This is an optimization exercise on Yosys and OpenROAD, whose aim is small area, a short achievable clock period and few clock cycles per item, not a production implementation. The RTL was checked by simulation tests, not by an equivalence proof against the original design.

==> try-quartz <==
// radix_n_signed_digit_alu_unit
module radix_n_signed_digit_alu_unit (
   input  logic        clock,
   input  logic        reset,
   input  logic        start,
   output logic        busy,
   input  logic [67:0] req_data,
   output logic        rsp_valid,
   output logic [67:0] rsp_data,
   input  logic        csr_we,
   input  logic [4:0]  csr_wdata
);
clock: 10.5 ns
lec_check: 0
cap_margin: 20
core_margin: 2
core_utilization: 40
setup_slack_margin: 4
slew_margin: 20
tns_end_percent: 100
run.sh (not shown) runs the stock make flow with config.mk's settings and CLKGATE_MAP_FILE= SYNTH_SCRIPT=/design/flow/synth_recipe.tcl, a recipe that flattens the netlist after the stock synthesis.
==> try-onyx (differences from try-quartz) <==
--- a/flow/design.v
+++ b/flow/design.v
@@ -93,35 +93,16 @@
    assign acc  = start && !busy;
    logic [31:0] a_in, b_in;
    always_comb begin
       for (int i = 0; i < 8; i++) begin
          a_in[4*i +: 4] = (req_data[33+4*i +: 4] > rmax_ff) ? rmax_ff : req_data[33+4*i +: 4];
          b_in[4*i +: 4] = (req_data[4*i +: 4] > rmax_ff) ? rmax_ff : req_data[4*i +: 4];
       end
    end
-   function automatic logic [3:0] lead_zeros(logic [31:0] v);
-      logic [3:0] n;
-      n = 4'd8;
-      for (int i = 0; i < 8; i++) begin
-         if (v[4*i +: 4] != 4'd0) n = 4'(7 - i);
-      end
-      lead_zeros = n;
-   endfunction
-   logic        swap_in;
-   logic [31:0] a_cap, b_cap;
-   logic [3:0]  lz_ai, lz_bi;
-   logic [4:0]  lz_sum_in, ks_in;
-   assign lz_ai   = lead_zeros(req_data[64:33]);
-   assign lz_bi   = lead_zeros(req_data[31:0]);
-   assign swap_in = (req_data[67:66] == 2'd2) && (lz_bi > lz_ai);
-   assign lz_sum_in = {1'b0, lz_ai} + {1'b0, lz_bi};
-   assign ks_in     = {1'b0, lz_ai} + 5'd7 - {1'b0, lz_bi};
-   assign a_cap   = swap_in ? b_in : a_in;
-   assign b_cap   = swap_in ? a_in : b_in;
    logic is_div, is_mul;
    assign is_div = act_ff[0];    
    assign is_mul = !act_ff[0];
    logic [3:0]  at;
    logic [35:0] w9;
    assign at = a_ff[31:28];
    assign w9 = {w_ff[31:0], is_div ? at : 4'd0};
    logic eff_sub, sbn;
@@ -140,60 +121,84 @@
          mrest = {3'd0, mbits[0]};
       end else begin
          mk    = 2'd0;
          mrest = 4'd0;
       end
    end
    logic [1:0] ph0;
    assign ph0 = (hm_ff != 2'd0) ? 2'd2 : (lm_ff != 2'd1) ? 2'd1 : 2'd0;
-   function automatic logic [1:0] mul_step(input logic [3:0] bits);
-      mul_step = (bits[3:2] != 2'd0) ? 2'd2 : bits[1] ? 2'd1 : 2'd0;
-   endfunction
-   logic [1:0] kk, kk_ff, kk_n;
-   assign kk = kk_ff;
+   logic [1:0] kk;
+   assign kk = is_div ? (fc_ff ? ph0 : ph_ff) : mk;
    logic [35:0] mult;
    logic        mult_ov;
    always_comb begin
       case (kk)
          2'd2:    begin mult = m4_ff;          mult_ov = ov4_ff; end
          2'd1:    begin mult = m2_ff;          mult_ov = 1'b0;   end
          default: begin mult = {4'd0, b_ff};   mult_ov = 1'b0;   end
       endcase
    end
    logic [35:0] xd, x, y, z;
    logic        s, co;
    assign xd = fc_ff ? w9 : w_ff;
-   logic [4:0] xs_ff, xs_n;    
-   logic [5:0] ys_ff, ys_n;    
-   logic       s_ff, s_n;
    always_comb begin
-      x = ({36{xs_ff[0]}} & w9) | ({36{xs_ff[1]}} & w_ff) | ({36{xs_ff[2]}} & {4'd0, a_ff})
-        | ({36{xs_ff[3]}} & {4'd0, b_ff}) | ({36{xs_ff[4]}} & m2_ff);
-      y = ({36{ys_ff[0]}} & {4'd0, b_ff}) | ({36{ys_ff[1]}} & m2_ff) | ({36{ys_ff[2]}} & m4_ff)
-        | ({36{ys_ff[3]}} & {4'd0, a_ff}) | ({36{ys_ff[4]}} & 36'd1) | ({36{ys_ff[5]}} & w_ff);
-      s = s_ff;
+      x = xd;
+      y = mult;
+      s = is_div;
+      case (st_ff)
+         S_AS: begin
+            x = ge_ff ? {4'd0, a_ff} : {4'd0, b_ff};
+            y = ge_ff ? {4'd0, b_ff} : {4'd0, a_ff};
+            s = eff_sub;
+         end
+         S_SET: begin
+            if (sp_ff == 2'd0) begin
+               x = {4'd0, b_ff};
+               y = {4'd0, b_ff};
+            end else begin
+               x = m2_ff;
+               y = m2_ff;
+            end
+            s = 1'b0;
+         end
+         S_FIX1: begin
+            x = {4'd0, a_ff};
+            y = 36'd1;
+            s = 1'b0;
+         end
+         S_FIX2: begin
+            x = {4'd0, b_ff};
+            y = w_ff;
+            s = 1'b1;
+         end
+         default: ;
+      endcase
    end
    rnsd_addsub u_add (.x(x), .y(y), .sub(s), .k(k_ff), .rm(radix_ff[3:0]), .z(z), .co(co));
    logic        take;
    logic [35:0] wn;
    logic        ovf_step;
    assign take     = is_div ? (co && !mult_ov) : (mbits != 4'd0);
    assign wn       = take ? z : xd;
    assign ovf_step = (take && (co || mult_ov)) || (wn[35:32] != 4'd0);
-   logic [35:0] w9c, xc;
+   logic [35:0] w9c;
    logic        lt_b;
    assign w9c  = first_ff ? {32'd0, at} : w9;
-   assign xc   = ((st_ff == S_DIG) && !fc_ff) ? w_ff : w9c;
-   assign lt_b = (xc < {4'd0, b_ff});
-   logic [35:0] w9c2;
-   assign w9c2  = {first_ff ? 28'd0 : w_ff[27:0], a_ff[31:24]};
-   logic [3:0] ks_ff, ks_n, ksv;
-   logic       big_ff;
-   assign ksv = ks_ff;
+   assign lt_b = (w9c < {4'd0, b_ff});
+   function automatic logic [3:0] lead_zeros(logic [31:0] v);
+      logic [3:0] n;
+      n = 4'd8;
+      for (int i = 0; i < 8; i++) begin
+         if (v[4*i +: 4] != 4'd0) n = 4'(7 - i);
+      end
+      lead_zeros = n;
+   endfunction
+   logic [4:0] lz_sum;
+   assign lz_sum = {1'b0, lead_zeros(a_ff)} + {1'b0, lead_zeros(b_ff)};
    logic w_zero, top2_zero, top1_zero;
    assign w_zero    = first_ff || (w_ff == 36'd0);
    assign top2_zero = (a_ff[31:24] == 8'd0);
    assign top1_zero = (a_ff[31:28] == 4'd0);
    logic [3:0] qd_now;
    logic [1:0] ph_next;
    logic       q_end;
    always_comb begin
@@ -219,30 +224,29 @@
             qd_now[0] = take;
             q_end     = 1'b1;
          end
       endcase
    end
    logic       pre_shift2, pre_shift1, set_exit, skip2, ddone, last_set;
    logic [3:0] cnt0, qfin;
    assign cnt0       = first_ff ? 4'd8 : cnt_ff;
-   assign pre_shift2 = (is_div ? (ksv >= 4'd2) : (w_zero && top2_zero)) && (cnt0 >= 4'd2);
+   assign pre_shift2 = w_zero && top2_zero && (cnt0 >= 4'd2);
    assign pre_shift1 = (w_zero && top1_zero) || (is_div && lt_b);
-   assign set_exit   = first_ff && (!anz_ff || !bnz_ff || (is_mul && big_ff));
-   assign skip2      = fc_ff && (is_div ? (ksv >= 4'd2) : (w_zero && top2_zero)) && (cnt_ff >= 4'd2);
+   assign set_exit   = first_ff && (!anz_ff || !bnz_ff || (is_mul && (lz_sum <= 5'd6)));
+   assign skip2      = fc_ff && w_zero && top2_zero && (cnt_ff >= 4'd2);
    assign last_set   = (sp_ff != 2'd0) || (hm_ff == 2'd0);
    always_comb begin
       st_n  = st_ff;
       a_n   = a_ff;
       w_n   = w_ff;
       m2_n  = m2_ff;
       cnt_n = cnt_ff;
       fc_n  = fc_ff;
       ph_n  = ph_ff;
-      ks_n  = 4'd0;
       qd_n  = qd_ff;
       ovf_n = ovf_ff;
       cpl      = 1'b0;
       cpl_stat = ST_OK;
       cpl_neg  = na_ff ^ nb_ff;
       ddone = 1'b0;
       qfin  = 4'd0;
       case (st_ff)
@@ -262,19 +266,17 @@
                cpl_neg = 1'b0;
                if (is_div && !bnz_ff)
                   cpl_stat = anz_ff ? ST_DIV_BY_ZERO : ST_ZERO_BY_ZERO;
                else if (is_mul && anz_ff && bnz_ff)
                   cpl_stat = ST_OVERFLOW;
             end else begin
                if (pre_shift2) begin
                   a_n   = {a_ff[23:0], 8'd0};
-                  if (is_div) w_n = w9c2;
                   cnt_n = cnt0 - 4'd2;
-                  ks_n  = ksv - 4'd2;
                end else if (pre_shift1) begin
                   a_n   = {a_ff[27:0], 4'd0};
                   w_n   = w9c;
                   cnt_n = cnt0 - 4'd1;
                end
                if (last_set) begin
                   st_n = S_DIG;
                   fc_n = 1'b1;
@@ -282,30 +284,28 @@
             end
          end
          S_DIG: begin
             if (ovf_ff) begin
                cpl      = 1'b1;
                cpl_stat = ST_OVERFLOW;
             end else if (skip2) begin
                a_n   = {a_ff[23:0], 8'd0};
-               if (is_div) w_n = w9c2;
                cnt_n = cnt_ff - 4'd2;
-               ks_n  = ksv - 4'd2;
                if (cnt_ff == 4'd2) begin
-                  if (is_div && na_ff) st_n = S_FIX1;
+                  if (is_div && na_ff) st_n = S_FIX1;    
                   else cpl = 1'b1;
                end
             end else begin
                if (is_div) begin
                   if (fc_ff && lt_b) begin
                      ddone = 1'b1;
                      w_n   = w9;
                   end else begin
-                     ddone = q_end || (!fc_ff && lt_b);
+                     ddone = q_end;
                      qfin  = qd_now;
                      w_n   = wn;
                      qd_n  = qd_now;
                      ph_n  = ph_next;
                   end
                end else begin
                   ddone = (mrest == 4'd0);
                   w_n   = wn;
@@ -342,86 +342,23 @@
             st_n = S_IDLE;
          end
       endcase
       if (cpl) begin
          st_n = S_IDLE;
          if (is_div) m2_n = {4'd0, a_n};
       end
    end
-   logic [3:0] nt;
-   always_comb begin
-      nt = a_ff[31:28];
-      if (((st_ff == S_SET) && !set_exit && pre_shift2) || ((st_ff == S_DIG) && !ovf_ff && skip2))
-         nt = a_ff[23:20];
-      else if (((st_ff == S_SET) && !set_exit && pre_shift1) || ((st_ff == S_DIG) && !ovf_ff && !skip2 && ddone))
-         nt = a_ff[27:24];
-      if (is_div)
-         kk_n = fc_n ? ph0 : ph_n;
-      else
-         kk_n = mul_step(fc_n ? nt : qd_n);
-   end
-   logic [2:0] st_nx;
-   logic [1:0] sp_nx;
-   logic       ge_nx, div_nx, esub_nx;
-   always_comb begin
-      st_nx   = st_n;
-      sp_nx   = (st_ff == S_SET) ? sp_ff + 2'd1 : sp_ff;
-      ge_nx   = ge_ff;
-      div_nx  = act_ff[0];
-      esub_nx = eff_sub;
-      if (acc) begin
-         st_nx   = req_data[67] ? S_SET : S_AS;
-         sp_nx   = 2'd0;
-         ge_nx   = (a_in >= b_in);
-         div_nx  = req_data[66];
-         esub_nx = (req_data[65] && (req_data[64:33] != 32'd0))
-                 ^ (req_data[32] && (req_data[31:0] != 32'd0)) ^ req_data[66];
-      end
-      xs_n = 5'd0;
-      ys_n = 6'd0;
-      s_n  = 1'b0;
-      case (st_nx)
-         S_AS: begin
-            xs_n = ge_nx ? 5'b00100 : 5'b01000;
-            ys_n = ge_nx ? 6'b000001 : 6'b001000;
-            s_n  = esub_nx;
-         end
-         S_SET: begin
-            xs_n = (sp_nx == 2'd0) ? 5'b01000 : 5'b10000;
-            ys_n = (sp_nx == 2'd0) ? 6'b000001 : 6'b000010;
-         end
-         S_FIX1: begin
-            xs_n = 5'b00100;
-            ys_n = 6'b010000;
-         end
-         S_FIX2: begin
-            xs_n = 5'b01000;
-            ys_n = 6'b100000;
-            s_n  = 1'b1;
-         end
-         default: begin
-            xs_n = fc_n ? 5'b00001 : 5'b00010;
-            ys_n = (kk_n == 2'd2) ? 6'b000100 : (kk_n == 2'd1) ? 6'b000010 : 6'b000001;
-            s_n  = div_nx;
-         end
-      endcase
-   end
    always_ff @(posedge clock) begin
       a_ff   <= a_n;
       w_ff   <= w_n;
       m2_ff  <= m2_n;
       cnt_ff <= cnt_n;
       fc_ff  <= fc_n;
       ph_ff  <= ph_n;
-      kk_ff  <= kk_n;
-      xs_ff  <= xs_n;
-      ys_ff  <= ys_n;
-      s_ff   <= s_n;
-      ks_ff  <= ks_n;
       qd_ff  <= qd_n;
       ovf_ff <= ovf_n;
       if (st_ff == S_SET) begin
          if (first_ff) begin
             ov4_ff <= 1'b1;
          end
          if (sp_ff == 2'd1) begin
             m4_ff  <= z;
@@ -449,20 +386,18 @@
          end else if (cpl) begin
             rsp_div_ff <= is_div;
             rsp_mul_ff <= is_mul && (st_ff == S_DIG);
             status_ff  <= cpl_stat;
             neg_ff     <= cpl_neg;
          end
          if (acc) begin
             act_ff   <= req_data[67:66];
-            a_ff     <= a_cap;
-            big_ff   <= (lz_sum_in <= 5'd6);
-            ks_ff    <= (ks_in > 5'd8) ? 4'd8 : ks_in[3:0];
-            b_ff     <= b_cap;
+            a_ff     <= a_in;
+            b_ff     <= b_in;
             ge_ff    <= (a_in >= b_in);
             anz_ff   <= (req_data[64:33] != 32'd0);
             bnz_ff   <= (req_data[31:0] != 32'd0);
             na_ff    <= req_data[65] && (req_data[64:33] != 32'd0);
             nb_ff    <= req_data[32] && (req_data[31:0] != 32'd0);
             st_ff    <= req_data[67] ? S_SET : S_AS;
             sp_ff    <= 2'd0;
             first_ff <= 1'b1;
SETUP_SLACK_MARGIN = 5   (was 4)
==> run_results.csv <==
group,metric,value,unit
outcome,status,"timing/DRC/antenna clean",
grt,groute.layer.met3.usage,0.126,
placed_design,place_area,27400,um^2
yosys,synthMuxAreaShare,0.0370,
final_layout,inverters,191,
yosys,avgSynthCellArea,7.71,um^2
critical_path,cp.depth,29,
critical_path,reg2reg_slack,3830,ps
clock_network,clock-sinks,232,
clock_network,clock_latency,620,ps
[end of results for try-quartz]
==> run_results.csv <==
group,metric,value,unit
grt,groute.layer.met3.usage,0.108,
final_layout,seq_share,0.166,
yosys,synthMuxAreaShare,0.0971,
final_layout,inverters,168,
critical_path,critPathTopFamily,"compound AO/OA/AOI/OAI gates",
final_layout,nonClkBufAreaFrac,0.155,
final_layout,register_area,5590,um^2
critical_path,cp.depth,33,
final_layout,instances_no_fill,4287,
yosys,avgSynthCellArea,8.06,um^2
placed_design,place_area,27800,um^2
clock_network,clock-sinks,214,
floorplan,tap_cells,837,
outcome,status,"timing/DRC/antenna clean",
grt,grt_pass1_wl,190,mm
placed_design,io_buffers,145,
clock_network,clock_latency,610,ps
[end of results for try-onyx]
Testbench counts of try-quartz, summed over its fixed seeds: cycles 10,586, items 2,880.
Testbench counts of try-onyx, summed over its fixed seeds: cycles 12,575, items 2,880.

[re-timing with driven ports]
Ports are ideal in the flow. The routed layouts listed here were re-timed in OpenROAD. Step 1 assumes that a clkbuf_16 drives the clock port and a buf_2 every other input. Step 2 also shifts input and output timing later by t, the mid clock arrival at the registers, as if the neighbouring blocks saw the same clock. Slacks: no drivers / after step 1 / after step 2; pairs: no drivers / after step 1.
| run | t, ns | setup WS [ns] | hold WS [ns] |
|---|---|---|---|
| try-quartz | 0.667 | 3.832 / 3.832 / 3.568 | 0.484 / 0.484 / 0.484 |
| try-onyx | 0.653 | 3.271 / 3.271 / 3.271 | 0.468 / 0.468 / 0.468 |
After both steps every run listed still meets setup and hold. The setup slack of try-quartz, which loses most, moves by 0.000 ns with the drivers and by -0.264 ns with both steps.
